What follows belongs to an exercise in optimizing a design on an open flow for small area, a short achievable clock period and few clock cycles; a production flow would make more cautious choices.
The RTL was checked by simulation tests, not by an equivalence proof against the original design.
Power is estimated from default activity; no workload was simulated.

## run 1
Design systolic_mm_top, start of the top module:
module systolic_mm_top (
    input  logic                          clk,
    input  logic                          rst,
    input  logic                          in_req,
    input  systolic_mm_pkg::data_t        in_data,
    output logic                          in_ack,
    output logic                          out_req,
    output systolic_mm_pkg::result_word_t out_word,
    input  logic                          out_ack,
    output logic                          done
);
For scale: about 680 flip-flops, about 33 I/O pins, ~0.019 mm2 of cells after synthesis.
export LEC_CHECK = 0
export ABC_CLOCK_PERIOD_IN_PS = 3000
export CAP_MARGIN = 20
export CORE_MARGIN = 2
export CORE_UTILIZATION = 40
export CTS_CLUSTER_DIAMETER = 80
export CTS_CLUSTER_SIZE = 25
export SLEW_MARGIN = 20
create_clock -name core_clock -period 10.0 [get_ports {clk}]
standard.sh (not shown) runs the stock make flow with config.mk's settings and CLKGATE_MAP_FILE= SYNTH_SCRIPT=/design/flow/synth_recipe.tcl, a recipe that flattens the netlist after the stock synthesis.
==> flow/flow/run.sh <==
#!/bin/bash
set -euo pipefail
bash standard.sh \
  "BUFFER_PORTS_ARGS=-buffer_cell sky130_fd_sc_hd__buf_4" \
  SETUP_SLACK_MARGIN=6.9 \
  finish > make_finish.log 2>&1
The final layout from run 1, which completed every stage, passed the timing, DRC and antenna checks at the end of the flow.
Testbench counts of run 1, summed over its fixed seeds: cycles 18,384.
Here is what was changed in the inputs of run 2 compared with run 1.
==> flow/flow/run.sh <==
#!/bin/bash
set -euo pipefail
bash standard.sh \
  "BUFFER_PORTS_ARGS=-buffer_cell sky130_fd_sc_hd__buf_4" \
  SETUP_SLACK_MARGIN=7.1 \
  finish > make_finish.log 2>&1
--- a/flow/config.mk
+++ b/flow/config.mk
@@ -9,6 +9,7 @@
 export CAP_MARGIN = 20
 export CORE_MARGIN = 2
-export CORE_UTILIZATION = 40
-export CTS_CLUSTER_DIAMETER = 80
-export CTS_CLUSTER_SIZE = 25
+export CORE_UTILIZATION = 70
+export CTS_CLUSTER_DIAMETER = 100
+export CTS_CLUSTER_SIZE = 30
+export PLACE_DENSITY = 0.8
 export SLEW_MARGIN = 20
## What came out
- Run 2 ran to completion and came out clean on the timing, DRC and antenna checks.
- Against run 1, run 2 reports a overall power that is lower.
- Re instance area at placement: run 1 was higher than run 2.
- Going from run 1 to run 2, the wire length was found to have gone up by 2.2 mm.
- Changes observed in run 2 relative to run 1: sequential power roughly the same; detailed-route wire length on metal 1 +270 um; synthesis-to-layout area growth now smaller; via count went up 2.9%; total of fill cells in the finished design shrank by about 60%.
- When the final numbers for run 2 and run 1 were put side by side, the routing usage on met1 turned out to be smaller in run 1.
--- input diff run 2..run 3 ---
==> flow/flow/run.sh <==
#!/bin/bash
set -euo pipefail
bash standard.sh \
  "BUFFER_PORTS_ARGS=-buffer_cell sky130_fd_sc_hd__buf_4" \
  SETUP_SLACK_MARGIN=7.0 \
  finish > make_finish.log 2>&1
--- a/flow/config.mk
+++ b/flow/config.mk
@@ -9,7 +9,7 @@
 export CAP_MARGIN = 20
 export CORE_MARGIN = 2
-export CORE_UTILIZATION = 70
+export CORE_UTILIZATION = 65
 export CTS_CLUSTER_DIAMETER = 100
 export CTS_CLUSTER_SIZE = 30
-export PLACE_DENSITY = 0.8
+export PLACE_DENSITY = 0.75
 export SLEW_MARGIN = 20
--- outcome ---
Diff run 3..run 2 | sequential share of layout area | negligible
For share of the final layout cell area in multi-input gates, run 3 and run 2 come out practically identical.
Diff run 2 -> run 3: final-layout clock buffer total -about 3.3%; total global-route track usage -2.3 points; total detailed-routing wirelength -3.6%.

========
v6:
The RTL this note starts from:
==> flow/design.v <==
package systolic_mm_pkg;
    typedef logic [4-1:0] data_t;
    typedef logic [16-1:0] accum_t;
    typedef logic [$clog2((8 / 4))-1:0] tile_idx_t;
    typedef logic [$clog2((8 * 8))-1:0] elem_idx_t;
    typedef logic [$clog2((2 * 4 - 1)+1)-1:0] step_t;
    typedef logic [(8 * 8)*4-1:0] matrix_t;
    typedef logic [4*4-1:0] edge_t;
    typedef logic [4*4*16-1:0] tile_sums_t;
    typedef struct packed {
        edge_t left;
        edge_t top;
    } feed_t;
    typedef struct packed {
        tile_idx_t ib;
        tile_idx_t jb;
        tile_idx_t kb;
    } tile_pos_t;
    typedef struct packed {
        elem_idx_t index;
        accum_t value;
    } result_word_t;
    typedef enum logic [2:0] {IDLE, CLEAR, STREAM, FLUSH, COLLECT, NEXT, DRAIN} seq_state_t;
endpackage
`timescale 1ns/10ps
module systolic_mm_top (
    input  logic                          clk,
    input  logic                          rst,
    input  logic                          in_req,
    input  systolic_mm_pkg::data_t        in_data,
    output logic                          in_ack,
    output logic                          out_req,
    output systolic_mm_pkg::result_word_t out_word,
    input  logic                          out_ack,
    output logic                          done
);
    logic [6:0] ph65;
    logic [3:0] ph16;
    logic [7:0] t;
    logic [6:0] tgt_a;
    logic [3:0] d_q;
    logic [2:0] kb_q;
    logic wa_q;
    logic wb1_q;
    logic wb2_pre;
    logic wb2_q;
    wire a_ph = (t[7:6] == 2'b00);
    wire b_ph = (t[7:6] == 2'b01);
    wire t_zero = (t == 8'd0);
    wire b_align = (ph16 == ({t[2:0], 1'b0} - 4'd1));
    wire can_ack = (a_ph & (t_zero | (ph65 == tgt_a))) | (b_ph & b_align);
    wire ack = in_req & ~in_ack & can_ack;
    wire ack_last = ack & (t == 8'd127);
    logic [3:0] ra [65];
    logic [3:0] rb [4][16];
    always_ff @(posedge clk) begin
        ra[0] <= wa_q ? d_q : ra[64];
        for (int n = 1; n < 65; n++) ra[n] <= ra[n-1];
    end
    for (genvar m = 0; m < 4; m++) begin : g_rb
        wire we = (wb1_q | wb2_q) & (kb_q[1:0] == 2'(m));
        always_ff @(posedge clk) begin
            rb[m][0] <= we ? d_q : rb[m][15];
            for (int n = 1; n < 16; n++) rb[m][n] <= rb[m][n-1];
        end
    end
    always_ff @(posedge clk) begin
        if (!in_ack) begin
            d_q <= in_data;
            kb_q <= t[5:3];
        end
        if (rst) begin
            in_ack <= 1'b0;
            wa_q <= 1'b0;
            wb1_q <= 1'b0;
            wb2_pre <= 1'b0;
            wb2_q <= 1'b0;
        end else begin
            in_ack <= in_req & (in_ack | can_ack);
            wa_q <= ack & a_ph;
            wb1_q <= ack & b_ph & ~t[5];
            wb2_pre <= ack & b_ph & t[5];
            wb2_q <= wb2_pre;
        end
    end
    logic [6:0] cw;         
    logic [10:0] oval;
    logic loaded;           
    logic [31:0] hold;
    logic [2:0] hrow, hrow_d1, hrow_d2, hrow_d3;
    logic hv, hv_d1, hv_d2, hv_d3;
    logic hl_q;
    logic [2:0] want_q;
    logic [7:0] pq [4];
    logic [9:0] q;
    logic ld1_q;            
    wire out_ph = t[7] | (t == 8'd127);
    wire ld1 = (~out_req | out_ack) & ~loaded;
    wire lw = ld1_q & ~out_req & ~loaded & ~cw[6] & out_ph
              & (ph16 == {cw[2:0] + 3'd6, 1'b1})
              & hv_d2 & (hrow_d2 == cw[5:3]) & hv_d3 & (hrow_d3 == cw[5:3]);
    wire rise = ~out_req & ~out_ack & (loaded | lw) & (t[7] | ack_last);
    wire row_end = cw[2] & (cw[1] | cw[0]) & ~cw[6] & (cw[5:3] != 3'd7)
                   & (ph16 == 4'd8) & hv & (hrow == cw[5:3]);
    wire [2:0] want = cw[5:3] + {2'b00, row_end};
    logic [6:0] tgt_row;
    always_comb begin
        case (want)
            3'd0: tgt_row = 7'd53;
            3'd1: tgt_row = 7'd4;
            3'd2: tgt_row = 7'd20;
            3'd3: tgt_row = 7'd36;
            3'd4: tgt_row = 7'd52;
            3'd5: tgt_row = 7'd3;
            3'd6: tgt_row = 7'd19;
            default: tgt_row = 7'd35;
        endcase
    end
    wire hl = (t[7] | t[6]) & ~cw[6] & (ph65 == tgt_row) & ~ph16[0]
              & ~(hv & (hrow == want));
    always_ff @(posedge clk) begin
        for (int k = 0; k < 8; k++) begin
            hold[4*k +: 4] <= hl_q ? ra[53 - 2*k] : hold[4*((k+4)%8) +: 4];
        end
    end
    always_ff @(posedge clk) begin
        for (int m = 0; m < 4; m++) pq[m] <= hold[4*m +: 4] * rb[m][9];
        q <= 10'(pq[0]) + 10'(pq[1]) + 10'(pq[2]) + 10'(pq[3]);
    end
    always_ff @(posedge clk) begin
        if (rst) oval <= '0;
        else if (lw) oval <= oval + 11'(q);
        else if (ld1) oval <= 11'(q);
    end
    assign out_word = {cw[5:0], 5'd0, oval};
    always_ff @(posedge clk) begin
        hrow_d1 <= hrow;
        hv_d1 <= hv;
        hrow_d2 <= hrow_d1;
        hv_d2 <= hv_d1;
        hrow_d3 <= hrow_d2;
        hv_d3 <= hv_d2;
        want_q <= want;
        if (rst) begin
            t <= '0;
            out_req <= 1'b0;
            done <= 1'b0;
            loaded <= 1'b0;
            hv <= 1'b0;
            hl_q <= 1'b0;
            ld1_q <= 1'b0;
            cw <= '0;
            ph65 <= '0;
            ph16 <= '0;
            tgt_a <= '0;
        end else begin
            ph65 <= (ph65 == 7'd64) ? 7'd0 : ph65 + 7'd1;
            ph16 <= ph16 + 4'd1;
            hl_q <= hl;
            ld1_q <= ld1;
            if (wa_q | wb1_q | wb2_pre) begin
                t <= t + 8'd1;
                if (t_zero) begin
                    ph65 <= 7'd1;
                    ph16 <= 4'd1;
                    tgt_a <= 7'd1;
                    cw <= '0;
                    hv <= 1'b0;
                    done <= 1'b0;
                end else begin
                    tgt_a <= (tgt_a >= 7'd63) ? tgt_a - 7'd63 : tgt_a + 7'd2;
                end
            end
            if (hl_q) begin
                hrow <= want_q;
                hv <= 1'b1;
            end
            loaded <= (loaded | lw) & ~rise;
            if (out_req & out_ack) begin
                out_req <= 1'b0;
                cw <= cw + 7'd1;
            end else if (rise) begin
                out_req <= 1'b1;
            end
            if (cw[6] & t[7] & ~out_req & ~out_ack) begin
                done <= 1'b1;
                t <= '0;
            end
        end
    end
endmodule
Settings: LEC_CHECK=0, ABC_CLOCK_PERIOD_IN_PS=3000, CAP_MARGIN=20, CORE_MARGIN=2, CORE_UTILIZATION=70, CTS_CLUSTER_DIAMETER=100, CTS_CLUSTER_SIZE=30, PLACE_DENSITY=0.8, SETUP_SLACK_MARGIN=5, SLEW_MARGIN=20; clock period 10.0 ns.
run.sh (not shown) runs the stock make flow with config.mk's settings and CLKGATE_MAP_FILE= SYNTH_SCRIPT=/design/flow/synth_recipe.tcl, a recipe that flattens the netlist after the stock synthesis.
Stock flow here: none of the scripts above is used.
Testbench counts of v6, summed over its fixed seeds: cycles 18,384.
### v6 -> v7
==> flow/flow/run.sh (new file) <==
#!/bin/bash
set -euo pipefail
bash standard.sh \
  "BUFFER_PORTS_ARGS=-buffer_cell sky130_fd_sc_hd__buf_4" \
  SETUP_SLACK_MARGIN=7.1 \
  finish > make_finish.log 2>&1
==> flow/standard.sh (new file) <==
#!/bin/bash
# synth_recipe.tcl (not shown) runs the flow's synth.tcl, then flattens the netlist and writes it again
# the make line also repeats each setting of config.mk as NAME=value (left out here)
make -C /OpenROAD-flow-scripts/flow DESIGN_CONFIG=/design/flow/config.mk WORK_HOME=/design/flow/orfs CLKGATE_MAP_FILE= SYNTH_SCRIPT=/design/flow/synth_recipe.tcl "${@:-finish}"
==> flow/config.mk <==
export PLATFORM = sky130hd
export DESIGN_NAME = systolic_mm_top
export DESIGN_NICKNAME = systolic_mm_top
export VERILOG_FILES = /design/flow/design.v
export SDC_FILE = /design/flow/constraint.sdc
export NUM_CORES = 4
export LEC_CHECK = 0
export ABC_CLOCK_PERIOD_IN_PS = 6000
export CAP_MARGIN = 20
export CORE_MARGIN = 2
export CORE_UTILIZATION = 70
export CTS_CLUSTER_DIAMETER = 100
export CTS_CLUSTER_SIZE = 30
export PLACE_DENSITY = 0.8
export SLEW_MARGIN = 20
removed: flow/run.sh
Notes after the runs:
- Diff v6..v7 | area of the core | negligible
- The flow did not stop early for v7: all stages ran, and the layout cleared the timing, DRC and antenna checks.
- Reported for v7 and v6, critical path depth turned out identical to the last digit.
- Post-CTS setup buffer count for v7 is higher than for v6.
- v6 has higher fraction of standard cell area in multi-input logic than v7.

separate check: timing with driven ports:
Ports are ideal in the flow. The routed layouts listed here were re-timed in OpenROAD. Step 1, drivers: a clkbuf_16 drives clk and a buf_2 each remaining input, both assumed. Step 2 moves the port delays by t, midway between the first and last clock arrival at a register: inputs arrive t later, outputs are due t later. That takes back most of the time a late clock gives input paths. Slacks: no drivers / after step 1 / after step 2; pairs: no drivers / after step 1.
run	t (ns)	setup WS [ns]	worst register clock-pin slew, ns
run 1	0.600	6.939 / 6.888 / 6.962	0.10 / 0.10
run 2	0.615	6.900 / 6.848 / 6.911	0.11 / 0.11
run 3	0.616	6.884 / 6.836 / 6.968	0.11 / 0.11
v6	0.619	6.268 / 6.220 / 6.284	0.12 / 0.12
v7	0.607	6.947 / 6.899 / 6.666	0.11 / 0.11
After both steps every run listed still meets setup and hold. The setup slack of v7, which loses most, moves by -0.048 ns with the drivers and by -0.281 ns with both steps.
